Source: an optimization exercise on an open RTL-to-GDS flow (aim: small area, a short achievable clock period and few clock cycles per item). Production flows keep margins and buffers that such runs may drop.
RTL that was checked went through simulation tests only; none was proved equivalent to the original.

==> try-fjord: inputs <==
Design intermittent_compression_mode_controller, start of the top module:
module intermittent_compression_mode_controller #(
    parameter int HISTORY_LEN = icmc_pkg::HistoryLenDef,
    parameter int THETA       = icmc_pkg::ThetaDef,
    parameter int COUNT_WIDTH = 16
) (
    input  logic                          i_clk,
    input  logic                          i_rst_n,
    input  logic                          i_cfg_we,
    input  logic [icmc_pkg::CfgIdxW-1:0]  i_cfg_idx,
    input  logic [icmc_pkg::CfgDataW-1:0] i_cfg_data,
    input  logic                          i_valid,
    output logic                          o_ready,
    input  logic [1:0]                    i_mode,
    input  logic [3:0]                    i_op_count,
    output logic                          o_valid,
    input  logic                          i_ready,
    output logic                          o_regular_active,
    output logic                          o_mode_changed,
    output logic                          o_gate_vetoed,
    output logic [icmc_pkg::ThrW-1:0]     o_threshold_now,
    output logic [1:0]                    o_confidence_now,
    output logic signed [icmc_pkg::SumW-1:0] o_predictor_out
);
clock: 10.0 ns
lec_check: 0
abc_area: 1
cap_margin: 20
core_margin: 2
core_utilization: 40
setup_slack_margin: 5
slew_margin: 20
run.sh (not shown) runs the stock make flow with config.mk's settings and CLKGATE_MAP_FILE= SYNTH_SCRIPT=/design/flow/synth_recipe.tcl, a recipe that flattens the netlist after the stock synthesis.
==> try-pepper (differences from try-fjord) <==
- CORE_UTILIZATION: 40 -> 55
- TNS_END_PERCENT: unset -> 0
==> summary.txt <==
|  | try-fjord | try-pepper |
|---|---|---|
| HPWL Detailed | 65000 um | 65300 um |
| Result of the run | no timing/DRC/antenna violations | no timing/DRC/antenna violations |
| Relative slew margins | 0.411 | 0.289 |
| Count of cells along the worst register-to-register path | 24 | 22 |
| Flip-flop and latch area | 6360 um^2 | 6370 um^2 |
| Global-route wire length before repair | 134000 um | 135000 um |
| Highest achievable clock rate | 203 MHz | 201 MHz |
| Clock tree cell share of total cell area | 0.0388 | 0.0385 |
| Share of the clock period used by the worst path after layout | 0.494 | 0.498 |
| Pin count of the biggest net entering global routing | 75 | 77 |
| Via count | 26800 | 26900 |
| Worst slack at placement | 3760 ps | 3450 ps |
| Total of cells resized after clock tree synthesis | 49 | 40 |
| Overall routed net length | 87800 um | 88500 um |
| GRT met1 Usage | 0.332 | 0.466 |
| Share of cell area taken by multi-input logic gates | 0.610 | 0.616 |
Testbench counts of try-fjord, summed over its fixed seeds: cycles 5,099, items 4,829.
Testbench counts of try-pepper, summed over its fixed seeds: cycles 5,099, items 4,829.

---

==> inputs of trial 35 <==
intermittent_compression_mode_controller, a different RTL version from the one above (not shown whole).
## intermittent_compression_mode_controller
module intermittent_compression_mode_controller #(
    parameter int HISTORY_LEN = icmc_pkg::HistoryLenDef,
    parameter int THETA       = icmc_pkg::ThetaDef,
    parameter int COUNT_WIDTH = 16
) (
    input  logic                          i_clk,
    input  logic                          i_rst_n,
    input  logic                          i_cfg_we,
    input  logic [icmc_pkg::CfgIdxW-1:0]  i_cfg_idx,
    input  logic [icmc_pkg::CfgDataW-1:0] i_cfg_data,
    input  logic                          i_valid,
    output logic                          o_ready,
    input  logic [1:0]                    i_mode,
    input  logic [3:0]                    i_op_count,
    output logic                          o_valid,
    input  logic                          i_ready,
    output logic                          o_regular_active,
    output logic                          o_mode_changed,
    output logic                          o_gate_vetoed,
    output logic [icmc_pkg::ThrW-1:0]     o_threshold_now,
    output logic [1:0]                    o_confidence_now,
    output logic signed [icmc_pkg::SumW-1:0] o_predictor_out
);
==> module icmc_ctrl, before the edit <==
module icmc_ctrl (
    input  logic       i_clk,
    input  logic       i_rst_n,
    input  logic       i_valid,
    output logic       o_ready,
    output logic       o_valid,
    input  logic       i_ready,
    input  logic [1:0] i_mode,
    input  logic       i_need_cap,   
    input  logic       i_qc_v,       
    input  logic       i_tinc_v,     
    output logic       o_acc,        
    output logic       o_cap1,       
    output logic       o_cap2,       
    output logic       o_cap3        
);
    logic r_ovalid, r_cap1, r_cap2, r_cap3, stall, is_reboot;
    assign is_reboot = (i_mode == icmc_pkg::EV_REBOOT);
    assign stall   = ((i_mode == icmc_pkg::EV_PWROFF) && !i_qc_v) || (is_reboot && !i_tinc_v);
    assign o_ready = !r_cap1 && !r_cap2 && !r_cap3 && (!r_ovalid || i_ready) && !stall;
    assign o_acc   = i_valid && o_ready;
    assign o_valid = r_ovalid;
    assign o_cap1  = r_cap1;
    assign o_cap2  = r_cap2;
    assign o_cap3  = r_cap3;
    always_ff @(posedge i_clk) begin
        if (!i_rst_n) begin
            r_ovalid <= 1'b0;
            r_cap1   <= 1'b0;
            r_cap2   <= 1'b0;
            r_cap3   <= 1'b0;
        end else begin
            r_cap1   <= o_acc && is_reboot && i_need_cap;
            r_cap2   <= r_cap1;
            r_cap3   <= r_cap2;
            r_ovalid <= (o_acc && !(is_reboot && i_need_cap)) || r_cap3 || (r_ovalid && !i_ready);
        end
    end
endmodule
==> module intermittent_compression_mode_controller, before the edit <==
module intermittent_compression_mode_controller #(
    parameter int HISTORY_LEN = icmc_pkg::HistoryLenDef,
    parameter int THETA       = icmc_pkg::ThetaDef,
    parameter int COUNT_WIDTH = 16
) (
    input  logic                          i_clk,
    input  logic                          i_rst_n,
    input  logic                          i_cfg_we,
    input  logic [icmc_pkg::CfgIdxW-1:0]  i_cfg_idx,
    input  logic [icmc_pkg::CfgDataW-1:0] i_cfg_data,
    input  logic                          i_valid,
    output logic                          o_ready,
    input  logic [1:0]                    i_mode,
    input  logic [3:0]                    i_op_count,
    output logic                          o_valid,
    input  logic                          i_ready,
    output logic                          o_regular_active,
    output logic                          o_mode_changed,
    output logic                          o_gate_vetoed,
    output logic [icmc_pkg::ThrW-1:0]     o_threshold_now,
    output logic [1:0]                    o_confidence_now,
    output logic signed [icmc_pkg::SumW-1:0] o_predictor_out
);
    logic acc, cap1, cap2, cap3, need_cap, qc_v, tinc_v;
    icmc_ctrl u_ctrl (
        .i_clk, .i_rst_n, .i_valid, .o_ready, .o_valid, .i_ready, .i_mode,
        .i_need_cap(need_cap), .i_qc_v(qc_v), .i_tinc_v(tinc_v),
        .o_acc(acc), .o_cap1(cap1), .o_cap2(cap2), .o_cap3(cap3)
    );
    icmc_dp #(
        .HISTORY_LEN(HISTORY_LEN), .THETA(THETA), .COUNT_WIDTH(COUNT_WIDTH)
    ) u_dp (
        .i_clk, .i_rst_n, .i_cfg_we, .i_cfg_idx, .i_cfg_data,
        .i_acc(acc), .i_cap1(cap1), .i_cap2(cap2), .i_cap3(cap3), .i_mode, .i_op_count,
        .o_need_cap(need_cap), .o_qc_v(qc_v), .o_tinc_v(tinc_v),
        .o_regular_active, .o_mode_changed, .o_gate_vetoed,
        .o_threshold_now, .o_confidence_now, .o_predictor_out
    );
endmodule
clock: 10.0 ns
lec_check: 0
abc_area: 1
cap_margin: 20
core_margin: 2
core_utilization: 40
setup_slack_margin: 5
slew_margin: 20
==> inputs of trial 19, as changes to trial 35 <==
--- a/flow/design.v
+++ b/flow/design.v
@@ -27,36 +27,52 @@
     output logic       o_valid,
     input  logic       i_ready,
     input  logic [1:0] i_mode,
+    input  logic [3:0] i_op_count,
     input  logic       i_need_cap,   
     input  logic       i_qc_v,       
     input  logic       i_tinc_v,     
     output logic       o_acc,        
+    output logic [1:0] o_mode,       
+    output logic [3:0] o_op_count,
     output logic       o_cap1,       
     output logic       o_cap2,       
     output logic       o_cap3        
 );
-    logic r_ovalid, r_cap1, r_cap2, r_cap3, stall, is_reboot;
-    assign is_reboot = (i_mode == icmc_pkg::EV_REBOOT);
-    assign stall   = ((i_mode == icmc_pkg::EV_PWROFF) && !i_qc_v) || (is_reboot && !i_tinc_v);
-    assign o_ready = !r_cap1 && !r_cap2 && !r_cap3 && (!r_ovalid || i_ready) && !stall;
-    assign o_acc   = i_valid && o_ready;
+    logic       r_ovalid, r_cap1, r_cap2, r_cap3, stall, is_reboot, push;
+    logic [1:0] r_cnt;               
+    logic [5:0] r_q0, r_q1;          
+    assign o_mode     = r_q0[5:4];
+    assign o_op_count = r_q0[3:0];
+    assign is_reboot  = (o_mode == icmc_pkg::EV_REBOOT);
+    assign stall   = ((o_mode == icmc_pkg::EV_PWROFF) && !i_qc_v) || (is_reboot && !i_tinc_v);
+    assign o_acc   = (r_cnt != 2'd0) && !r_cap1 && !r_cap2 && !r_cap3 &&
+                     (!r_ovalid || i_ready) && !stall;
+    assign o_ready = !r_cnt[1];
+    assign push    = i_valid && !r_cnt[1];
     assign o_valid = r_ovalid;
     assign o_cap1  = r_cap1;
     assign o_cap2  = r_cap2;
     assign o_cap3  = r_cap3;
     always_ff @(posedge i_clk) begin
         if (!i_rst_n) begin
+            r_cnt    <= 2'd0;
             r_ovalid <= 1'b0;
             r_cap1   <= 1'b0;
             r_cap2   <= 1'b0;
             r_cap3   <= 1'b0;
         end else begin
+            r_cnt    <= r_cnt + {1'b0, push} - {1'b0, o_acc};
             r_cap1   <= o_acc && is_reboot && i_need_cap;
             r_cap2   <= r_cap1;
             r_cap3   <= r_cap2;
             r_ovalid <= (o_acc && !(is_reboot && i_need_cap)) || r_cap3 || (r_ovalid && !i_ready);
         end
     end
+    always_ff @(posedge i_clk) begin
+        if (r_cnt == 2'd0 || (r_cnt == 2'd1 && o_acc)) r_q0 <= {i_mode, i_op_count};
+        else if (o_acc)                                  r_q0 <= r_q1;
+        if (r_cnt == 2'd1 && !o_acc)                     r_q1 <= {i_mode, i_op_count};
+    end
 endmodule
 module icmc_dp #(
     parameter int HISTORY_LEN = icmc_pkg::HistoryLenDef,
@@ -418,8 +434,11 @@
     output logic signed [icmc_pkg::SumW-1:0] o_predictor_out
 );
     logic acc, cap1, cap2, cap3, need_cap, qc_v, tinc_v;
+    logic [1:0] mode;
+    logic [3:0] op_count;
     icmc_ctrl u_ctrl (
-        .i_clk, .i_rst_n, .i_valid, .o_ready, .o_valid, .i_ready, .i_mode,
+        .i_clk, .i_rst_n, .i_valid, .o_ready, .o_valid, .i_ready, .i_mode, .i_op_count,
+        .o_mode(mode), .o_op_count(op_count),
         .i_need_cap(need_cap), .i_qc_v(qc_v), .i_tinc_v(tinc_v),
         .o_acc(acc), .o_cap1(cap1), .o_cap2(cap2), .o_cap3(cap3)
     );
@@ -427,7 +446,7 @@
         .HISTORY_LEN(HISTORY_LEN), .THETA(THETA), .COUNT_WIDTH(COUNT_WIDTH)
     ) u_dp (
         .i_clk, .i_rst_n, .i_cfg_we, .i_cfg_idx, .i_cfg_data,
-        .i_acc(acc), .i_cap1(cap1), .i_cap2(cap2), .i_cap3(cap3), .i_mode, .i_op_count,
+        .i_acc(acc), .i_cap1(cap1), .i_cap2(cap2), .i_cap3(cap3), .i_mode(mode), .i_op_count(op_count),
         .o_need_cap(need_cap), .o_qc_v(qc_v), .o_tinc_v(tinc_v),
         .o_regular_active, .o_mode_changed, .o_gate_vetoed,
         .o_threshold_now, .o_confidence_now, .o_predictor_out
==> flow/flow/run.sh (new file) <==
#!/bin/bash
export SETUP_SLACK_MARGIN=6
bash standard.sh > standard.log 2>&1
==> flow/standard.sh (new file) <==
#!/bin/bash
# synth_recipe.tcl (not shown) runs the flow's synth.tcl, then flattens the netlist and writes it again
# the make line also repeats each setting of config.mk as NAME=value (left out here)
make -C /OpenROAD-flow-scripts/flow DESIGN_CONFIG=/design/flow/config.mk WORK_HOME=/design/flow/orfs CLKGATE_MAP_FILE= SYNTH_SCRIPT=/design/flow/synth_recipe.tcl "${@:-finish}"
- SETUP_SLACK_MARGIN: 5 -> unset
removed: flow/run.sh
==> comparison table <==
quantity	trial 35	trial 19
Initial DRC count	2,048	2,852
Post-detailed-route via-to-cell ratio	5.226	5.382
Top layer in use	met4	met5
Non-CTS buffers	179	413
Post-Syn Instances	4,092	4,120
Max Clock Skew	38.77 ps	33.28 ps
Worst endpoint required time	10,450 ps	10,320 ps
Outcome	no timing/DRC/antenna violations	no timing/DRC/antenna violations
Multiplexer share of the synthesized area	0	0.002343
Post-route insts no fill	5,155	5,452
Testbench counts of trial 35, summed over its fixed seeds: cycles 5,099, items 4,829.
For trial 19, only the layout was checked, not whether the RTL still works.

## what the ideal ports hide
No port has a modelled driver above. Below, the same layouts with a new extraction and two added sets of constraints. Step 1 assumes that a clkbuf_16 drives the clock port and a buf_2 every other input. Step 2 times the ports against the registers' clock, not the clock port: input delays grow and output delays shrink by t, the midpoint of the rising clock arrivals with the driver on. Slacks: ideal ports / drivers / drivers and shift; pairs: ideal ports / drivers.
| run | t, ns | setup WS [ns] | hold WS [ns] | worst register clock-pin slew, ns | pins driven straight from the clock port |
|---|---|---|---|---|---|
| try-fjord | 0.625 | 5.062 / 4.979 / 4.592 | 0.452 / 0.452 / 0.452 | 0.06 / 0.06 | 1 |
| try-pepper | 0.623 | 5.018 / 4.993 / 4.590 | 0.458 / 0.458 / 0.458 | 0.07 / 0.07 | 1 |
| trial 35 | 0.633 | 5.017 / 4.938 / 4.662 | 0.443 / 0.443 / 0.443 | 0.06 / 0.06 | 1 |
| trial 19 | 0.637 | 5.464 / 5.427 / 5.464 | 0.455 / 0.455 / 0.455 | 0.07 / 0.07 | 1 |
After both steps every run listed still meets setup and hold. The setup slack of try-fjord, which loses most, moves by -0.083 ns with the drivers and by -0.470 ns with both steps.
